From an optimization exercise on the open Yosys and OpenROAD flow, aimed at small area, a short achievable clock period and few clock cycles per item; shortcuts taken in it are not production practice. RTL that was checked went through simulation tests only; none was proved equivalent to the original. Power is estimated from default activity; no workload was simulated.

==> 02-23: inputs <==
==> flow/design.v (excerpt) <==
module fft_top
(
    input  logic                clk,
    input  logic                rst_n,
    input  logic                in_valid_i,
    input  logic [23:0]         din_i,
    output logic                in_ready_o,
    input  logic                credit_i,
    output logic                out_valid_o,
    output logic [31:0]         dout_o
);
    localparam int SK = fft_pkg::SKID_DEPTH;
    logic        adv;            
    logic [3:0]  pp;             
    logic [2:0]  fv;             
    logic [2:0]  cc;             
    logic        cr;             
    logic [5:0]  st;             
    logic        vb;             
    logic        ov;             
    logic        ir;             
    logic [3:0]  sb;             
    logic        sbz;            
    logic [3:0]  pp_n, sb_n;
    logic [2:0]  fv_n, cc_n;
    logic [5:0]  st_n;
    logic        vb_n, adv_n;
    logic        h3, h2, h1, r1, h0, ca, cb;
    logic        zr;             
    logic [3:0]  pp7_n, pp2_n, pp15_n, pp14_n;
    logic [23:0] din_q;
    logic        dv_q;
    logic [23:0] sk [SK];
    logic        push, pop;
  ...
clock: 12.0 ns
lec_check: 0
cap_margin: 50
core_margin: 2
core_utilization: 60
slew_margin: 60
standard.sh (not shown) runs the stock make flow with config.mk's settings and CLKGATE_MAP_FILE= SYNTH_SCRIPT=/design/flow/synth_recipe.tcl, a recipe that flattens the netlist after the stock synthesis.
==> flow/flow/run.sh <==
#!/bin/bash
set -euo pipefail
export SETUP_SLACK_MARGIN=8.2
bash standard.sh > standard.log 2>&1
==> 09-19: changes against 02-23 <==
--- a/flow/design.v
+++ b/flow/design.v
@@ -67,20 +67,22 @@
     input  logic [W-1:0] t,
     input  logic         on,
     input  logic         c22,
     input  logic         c45,
     output logic [W-1:0] p
 );
-    logic [W-1:0] t2, t4, t6, x1, x2, x3;
+    logic [W-1:0] t2, t4, t6, x1, x2, x3, s1, c1, s2, c2;
     assign t2 = {{2{t[W-1]}}, t[W-1:2]};
     assign t4 = {{4{t[W-1]}}, t[W-1:4]};
     assign t6 = {{6{t[W-1]}}, t[W-1:6]};
     assign x1 = on  ? ~t4 : '0;
     assign x2 = c45 ? ~t2 : '0;
     assign x3 = c45 ? t6 : (c22 ? ~t6 : '0);
-    assign p = t + x1 + x2 + x3 + {{(W-2){1'b0}}, on, 1'b0};
+    csa_row #(.W(W)) u_r1 (.a(t),  .b(x1), .c(x2), .cin(on),   .s(s1), .co(c1));
+    csa_row #(.W(W)) u_r2 (.a(s1), .b(c1), .c(x3), .cin(1'b0), .s(s2), .co(c2));
+    add_bk  #(.W(W)) u_add (.a(s2), .b(c2), .ci(on), .s(p));
 endmodule
 module sin_mult
 #(
     parameter int W = 14
 )
 (
@@ -102,20 +104,21 @@
     input  logic [W-1:0] ga,
     input  logic [W-1:0] de,
     input  logic         m2,
     output logic [W-1:0] yr,
     output logic [W-1:0] yi
 );
-    logic [W-1:0] ua, ub, va, vb, k;
+    logic [W-1:0] ua, ub, va, vb, k, s1, c1;
     assign ua = m2 ? ga  : al;
     assign ub = m2 ? ~de : be;
-    assign yr = ua + ub + {{(W-1){1'b0}}, m2};
+    add_bk #(.W(W)) u_r (.a(ua), .b(ub), .ci(m2), .s(yr));
     assign va = m2 ? ~al : ga;
     assign vb = m2 ? ~be : ~de;
     assign k  = {{(W-2){1'b0}}, m2, !m2};
-    assign yi = va + vb + k;
+    csa_row #(.W(W)) u_k (.a(va), .b(vb), .c(k), .cin(1'b0), .s(s1), .co(c1));
+    add_bk  #(.W(W)) u_i (.a(s1), .b(c1), .ci(1'b0), .s(yi));
 endmodule
 module fft_top
 (
     input  logic                clk,
     input  logic                rst_n,
     input  logic                in_valid_i,
@@ -133,64 +136,63 @@
     logic        cr;             
     logic [5:0]  st;             
     logic        vb;             
     logic        ov;             
     logic        ir;             
     logic [3:0]  sb;             
-    logic        sbz;            
     logic [3:0]  pp_n, sb_n;
     logic [2:0]  fv_n, cc_n;
     logic [5:0]  st_n;
     logic        vb_n, adv_n;
     logic        h3, h2, h1, r1, h0, ca, cb;
-    logic        zr;             
     logic [3:0]  pp7_n, pp2_n, pp15_n, pp14_n;
     logic [23:0] din_q;
     logic        dv_q;
     logic [23:0] sk [SK];
     logic        push, pop;
     logic [23:0] xin;
     logic        xv;
     always_ff @(posedge clk)
         din_q <= din_i;
-    assign push = dv_q && (!adv || !sbz);
-    assign pop  = adv && !sbz;
+    assign push = dv_q && (!adv || (sb != 4'd0));
+    assign pop  = adv && (sb != 4'd0);
     always_ff @(posedge clk)
     begin
         sk[0] <= push ? din_q : sk[SK-1];
         for (int i = 1; i < SK; i++)
             sk[i] <= sk[i-1];
     end
-    assign xin = sbz ? din_q : sk[SK-1];
-    assign xv  = !sbz || dv_q;
+    assign xin = (sb != 4'd0) ? sk[SK-1] : din_q;
+    assign xv  = (sb != 4'd0) || dv_q;
     logic [27:0] l3_0;
-    logic [55:0] l3_1;           
+    logic [59:0] l3_1;           
     logic [27:0] l3 [2:7];
     logic [2:0]  tg3, tg3_n;     
     logic [2:0]  m3a, m3c;       
     logic [2:0]  m3_n;
     logic [2:0]  k3r, k3i_b;
     logic [13:0] p3r, p3i, s3r, s3i;
     logic [13:0] al3, be3, ga3, de3, y3r, y3i;
-    logic [13:0] x3r, x3i, a3r, a3i, dif3r, dif3i;
-    logic [12:0] sum3r, sum3i;
+    logic [12:0] x3r, x3i, a3r, a3i, sum3r, sum3i, dif3r, dif3i;
     logic [27:0] l3_in, o3, p3;
-    assign x3r = zr ? '0 : {{2{xin[23]}}, xin[23:12]};
-    assign x3i = zr ? '0 : {{2{xin[11]}}, xin[11:0]};
-    assign a3r = l3[7][27:14];
-    assign a3i = l3[7][13:0];
-    add_bk #(.W(13)) u_s3r (.a(a3r[12:0]), .b(x3r[12:0]), .ci(1'b0), .s(sum3r));
-    add_bk #(.W(13)) u_s3i (.a(a3i[12:0]), .b(x3i[12:0]), .ci(1'b0), .s(sum3i));
-    add_bk #(.W(14)) u_d3r (.a(a3r), .b(~x3r), .ci(1'b1), .s(dif3r));
-    add_bk #(.W(14)) u_d3i (.a(a3i), .b(~x3i), .ci(1'b1), .s(dif3i));
+    assign x3r = {xin[23], xin[23:12]};
+    assign x3i = {xin[11], xin[11:0]};
+    assign a3r = l3[7][26:14];
+    assign a3i = l3[7][12:0];
+    add_bk #(.W(13)) u_s3r (.a(a3r), .b(x3r),  .ci(1'b0), .s(sum3r));
+    add_bk #(.W(13)) u_s3i (.a(a3i), .b(x3i),  .ci(1'b0), .s(sum3i));
+    add_bk #(.W(13)) u_d3r (.a(a3r), .b(~x3r), .ci(1'b1), .s(dif3r));
+    add_bk #(.W(13)) u_d3i (.a(a3i), .b(~x3i), .ci(1'b1), .s(dif3i));
     always_comb
     begin
-        if (!h3)
-            l3_in = {x3r, x3i};
+        if (!adv)
+            l3_in = l3[7];
+        else if (!h3)
+            l3_in = {{2{x3r[12]}}, x3r[11:0], {2{x3i[12]}}, x3i[11:0]};
         else
-            l3_in = {dif3r, dif3i};
+            l3_in = {dif3r[12], dif3r, dif3i[12], dif3i};
     end
     assign o3 = h3 ? {sum3r[12], sum3r, sum3i[12], sum3i} : l3[7];
     assign tg3_n = adv ? (pp[3] ? pp[2:0] : 3'd0) : tg3;
     assign m3_n  = adv_n ? tg3_n : 3'd0;
     cos_mult #(.W(14)) u_c3r (.t(l3_0[27:14]), .on(k3r[2]), .c22(k3r[1]), .c45(k3r[0]), .p(p3r));
     sin_mult #(.W(14)) u_n3r (.t(l3_0[27:14]), .s(s3r));
@@ -198,28 +200,25 @@
     sin_mult #(.W(14)) u_n3i (.t(l3_0[13:0]),  .s(s3i));
     logic       q3a, q3e, q3s;
     assign q3a = l3_1[2];
     assign q3e = l3_1[1];
     assign q3s = l3_1[0];
     assign m3c = {l3_1[3], 2'b00};
-    logic [13:0] s3r_q, s3i_q;
-    assign s3r_q = {{2{l3_1[41]}}, l3_1[41:30]};
-    assign s3i_q = {{2{l3_1[15]}}, l3_1[15:4]};
-    assign al3 = q3a ? s3r_q : l3_1[55:42];
-    assign ga3 = q3a ? s3i_q : l3_1[29:16];
-    assign be3 = !q3e ? '0 : (q3s ? s3i_q : l3_1[29:16]);
-    assign de3 = !q3e ? '0 : (q3s ? s3r_q : l3_1[55:42]);
+    assign al3 = q3a ? l3_1[45:32] : l3_1[59:46];
+    assign ga3 = q3a ? l3_1[17:4]  : l3_1[31:18];
+    assign be3 = !q3e ? '0 : (q3s ? l3_1[17:4]  : l3_1[31:18]);
+    assign de3 = !q3e ? '0 : (q3s ? l3_1[45:32] : l3_1[59:46]);
     rot_combine #(.W(14)) u_rc3 (.al(al3), .be(be3), .ga(ga3), .de(de3), .m2(m3c[2]), .yr(y3r), .yi(y3i));
     always_ff @(posedge clk)
     begin
         l3_0 <= l3_in;
         tg3 <= tg3_n;
         m3a   <= m3_n;
         k3r   <= {m3_n[1:0] != 2'd0, m3_n[0], m3_n[1:0] == 2'd2};
         k3i_b <= ~{m3_n[1:0] != 2'd0, m3_n[0], m3_n[1:0] == 2'd2};
-        l3_1 <= {p3r, s3r[11:0], p3i, s3i[11:0], m3a[2], m3a[1:0] == 2'd3, m3a[1:0] != 2'd0, m3a[1:0] == 2'd1};
+        l3_1 <= {p3r, s3r, p3i, s3i, m3a[2], m3a[1:0] == 2'd3, m3a[1:0] != 2'd0, m3a[1:0] == 2'd1};
         l3[2] <= {y3r, y3i};
         for (int i = 3; i < 8; i++)
             l3[i] <= l3[i-1];
         if (adv)
             p3 <= o3;
     end
@@ -230,23 +229,25 @@
     logic [1:0]  m2a, m2c, m2_n;
     logic        k2r, k2i_b;     
     logic [14:0] y2r, y2i, a2r, a2i, sum2r, sum2i, dif2r, dif2i;
     logic [14:0] p2r, p2i, be2, de2, z2r, z2i;
     logic [29:0] l2_in, o2, p2;
     assign i2  = pp + 4'd7;
-    assign y2r = zr ? '0 : {p3[27], p3[27:14]};
-    assign y2i = zr ? '0 : {p3[13], p3[13:0]};
+    assign y2r = {p3[27], p3[27:14]};
+    assign y2i = {p3[13], p3[13:0]};
     assign a2r = l2_3[29:15];
     assign a2i = l2_3[14:0];
     add_bk #(.W(15)) u_s2r (.a(a2r), .b(y2r),  .ci(1'b0), .s(sum2r));
     add_bk #(.W(15)) u_s2i (.a(a2i), .b(y2i),  .ci(1'b0), .s(sum2i));
     add_bk #(.W(15)) u_d2r (.a(a2r), .b(~y2r), .ci(1'b1), .s(dif2r));
     add_bk #(.W(15)) u_d2i (.a(a2i), .b(~y2i), .ci(1'b1), .s(dif2i));
     always_comb
     begin
-        if (!h2)
+        if (!adv)
+            l2_in = l2_3;
+        else if (!h2)
             l2_in = {y2r, y2i};
         else
             l2_in = {dif2r, dif2i};
     end
     assign o2 = h2 ? {sum2r, sum2i} : l2_3;
     assign tg2_n = adv ? (i2[2] ? i2[1:0] : 2'd0) : tg2;
@@ -271,50 +272,53 @@
         if (adv)
             p2 <= o2;
     end
     logic [31:0] l1 [2];
     logic [31:0] l1_in, o1, p1;
     logic [15:0] y1r, y1i, a1r, a1i, sum1r, sum1i, dif1r, dif1i, u1a, u1b, v1a, v1b;
-    assign y1r = zr ? '0 : {p2[29], p2[29:15]};
-    assign y1i = zr ? '0 : {p2[14], p2[14:0]};
+    assign y1r = {p2[29], p2[29:15]};
+    assign y1i = {p2[14], p2[14:0]};
     assign a1r = l1[1][31:16];
     assign a1i = l1[1][15:0];
     add_bk #(.W(16)) u_s1r (.a(a1r), .b(y1r), .ci(1'b0), .s(sum1r));
     add_bk #(.W(16)) u_s1i (.a(a1i), .b(y1i), .ci(1'b0), .s(sum1i));
     assign u1a = r1 ? a1i : a1r;
     assign u1b = r1 ? y1i : y1r;
     assign v1a = r1 ? y1r : a1i;
     assign v1b = r1 ? a1r : y1i;
     add_bk #(.W(16)) u_d1r (.a(u1a), .b(~u1b), .ci(1'b1), .s(dif1r));
     add_bk #(.W(16)) u_d1i (.a(v1a), .b(~v1b), .ci(1'b1), .s(dif1i));
     always_comb
     begin
-        if (!h1)
+        if (!adv)
+            l1_in = l1[1];
+        else if (!h1)
             l1_in = {y1r, y1i};
         else
             l1_in = {dif1r, dif1i};
     end
     assign o1 = h1 ? {sum1r, sum1i} : l1[1];
     always_ff @(posedge clk)
     begin
         l1[0] <= l1_in;
         l1[1] <= l1[0];
         if (adv)
             p1 <= o1;
     end
-    logic [31:0] l0, l0_in, o0, y0;
+    logic [31:0] l0, l0_in, o0;
     logic [15:0] sum0r, sum0i, dif0r, dif0i;
-    assign y0 = zr ? '0 : p1;
-    add_bk #(.W(16)) u_s0r (.a(l0[31:16]), .b(y0[31:16]),  .ci(1'b0), .s(sum0r));
-    add_bk #(.W(16)) u_s0i (.a(l0[15:0]),  .b(y0[15:0]),   .ci(1'b0), .s(sum0i));
-    add_bk #(.W(16)) u_d0r (.a(l0[31:16]), .b(~y0[31:16]), .ci(1'b1), .s(dif0r));
-    add_bk #(.W(16)) u_d0i (.a(l0[15:0]),  .b(~y0[15:0]),  .ci(1'b1), .s(dif0i));
+    add_bk #(.W(16)) u_s0r (.a(l0[31:16]), .b(p1[31:16]),  .ci(1'b0), .s(sum0r));
+    add_bk #(.W(16)) u_s0i (.a(l0[15:0]),  .b(p1[15:0]),   .ci(1'b0), .s(sum0i));
+    add_bk #(.W(16)) u_d0r (.a(l0[31:16]), .b(~p1[31:16]), .ci(1'b1), .s(dif0r));
+    add_bk #(.W(16)) u_d0i (.a(l0[15:0]),  .b(~p1[15:0]),  .ci(1'b1), .s(dif0i));
     always_comb
     begin
-        if (!h0)
-            l0_in = y0;
+        if (!adv)
+            l0_in = l0;
+        else if (!h0)
+            l0_in = p1;
         else
             l0_in = {dif0r, dif0i};
     end
     assign o0 = h0 ? {sum0r, sum0i} : l0;
     always_ff @(posedge clk)
         l0 <= l0_in;
@@ -358,40 +362,37 @@
         pp14_n = pp_n + 4'd14;
     end
     always_ff @(posedge clk or negedge rst_n)
     begin
         if (!rst_n)
         begin
-            zr <= 1'b0;
             h3 <= 1'b0;
             h2 <= 1'b1;
             h1 <= 1'b1;
             r1 <= 1'b0;
             h0 <= 1'b1;
             ca <= 1'b1;
             cb <= 1'b0;
         end
         else
         begin
-            zr <= !adv_n;
-            h3 <= pp_n[3] || !adv_n;
-            h2 <= pp7_n[2] || !adv_n;
-            h1 <= pp2_n[1] || !adv_n;
-            r1 <= pp2_n[0] && adv_n;
-            h0 <= pp15_n[0] || !adv_n;
+            h3 <= pp_n[3];
+            h2 <= pp7_n[2];
+            h1 <= pp2_n[1];
+            r1 <= pp2_n[0];
+            h0 <= pp15_n[0];
             ca <= pp14_n[3] && !pp14_n[0];
             cb <= pp7_n[2] && !pp7_n[1];
         end
     end
     always_ff @(posedge clk or negedge rst_n)
     begin
         if (!rst_n)
         begin
             dv_q <= 1'b0;
             sb   <= '0;
-            sbz  <= 1'b1;
             pp   <= '0;
             fv   <= '0;
             cc   <= '0;
             cr   <= 1'b0;
             st   <= '0;
             adv  <= 1'b1;
@@ -400,13 +401,12 @@
             ir   <= 1'b0;
         end
         else
         begin
             dv_q <= in_valid_i;
             sb   <= sb_n;
-            sbz  <= (sb_n == 4'd0);
             pp   <= pp_n;
             fv   <= fv_n;
             cc   <= cc_n;
             cr   <= credit_i;
             st   <= st_n;
             adv  <= adv_n;
==> flow/run.sh (new file) <==
#!/bin/bash
# synth_recipe.tcl (not shown) runs the flow's synth.tcl, then flattens the netlist and writes it again
# the make line also repeats each setting of config.mk as NAME=value (left out here)
make -C /OpenROAD-flow-scripts/flow DESIGN_CONFIG=/design/flow/config.mk WORK_HOME=/design/flow/orfs CLKGATE_MAP_FILE= SYNTH_SCRIPT=/design/flow/synth_recipe.tcl finish
==> flow/config.mk (replaced) <==
export PLATFORM = sky130hd
export DESIGN_NAME = fft_top
export DESIGN_NICKNAME = fft_top
export VERILOG_FILES = /design/flow/design.v
export SDC_FILE = /design/flow/constraint.sdc
export NUM_CORES = 4
export LEC_CHECK = 0
export CAP_MARGIN = 70
export CORE_MARGIN = 2
export CORE_UTILIZATION = 65
export SLEW_MARGIN = 80
removed: flow/flow/run.sh
removed: flow/standard.sh
==> comparison <==
Between 09-19 and 02-23, the lower via count is in 02-23 (gap about 0.7%, measured against 02-23).
Global-route usage: 09-19 is higher than 02-23 (2.3 points).
In critical path depth, 09-19 and 02-23 do not differ.
Against 09-19, the total power of 02-23 is lower by about 3%.
First-iteration DRC count: 09-19 is lower than 02-23 (about 0.4%).
02-23 finished with timing, DRC and antenna clean. 09-19 passed the timing, design-rule and antenna checks.
In 02-23 the cell count is higher than in 09-19, by about 2.8%.
Between 02-23 and 09-19, the lower wire length is in 02-23 (gap 1.0%, measured against 09-19).
Of 09-19 and 02-23, 09-19 has the higher clock skew (gap 0.046 ns).
Between 09-19 and 02-23, the lower count of clock-buffer cells in the layout is in 09-19 (gap 40).
Testbench counts of 09-19, summed over its fixed seeds: cycles 3,246, frames 192.
Only the layout flow was run in 02-23; the RTL was not checked for function there.

-- separate check: timing with driven ports --
How much do the figures lean on ideal ports? The routed layouts below were timed once more, with nothing changed but the port constraints.
Step 1 sets driving cells, clkbuf_16 on the clock port and buf_2 on the other inputs (assumed; they add their load-dependent delay and slew).
Step 2 adds t to the input delays and takes it off the output delays; t is the mean of the earliest and latest rising clock arrival at the registers after step 1. Input paths then give back, and output paths get back, about the clock's delay inside the block.
Slacks: ideal ports / drivers / drivers and shift; pairs: ideal ports / drivers.
| run | shift t [ns] | setup slack, ns | worst hold slack (ns) | worst setup path after step 2 | clock arrival spread, ns |
|---|---|---|---|---|---|
| 02-23 | 0.799 | 7.745 / 7.745 / 7.745 | 0.309 / 0.309 / 0.309 | register to register | 0.027 / 0.027 |
| 09-19 | 0.751 | 6.429 / 6.429 / 6.429 | 0.268 / 0.268 / 0.268 | register to register | 0.077 / 0.076 |
After both steps setup and hold are still met in every run listed.
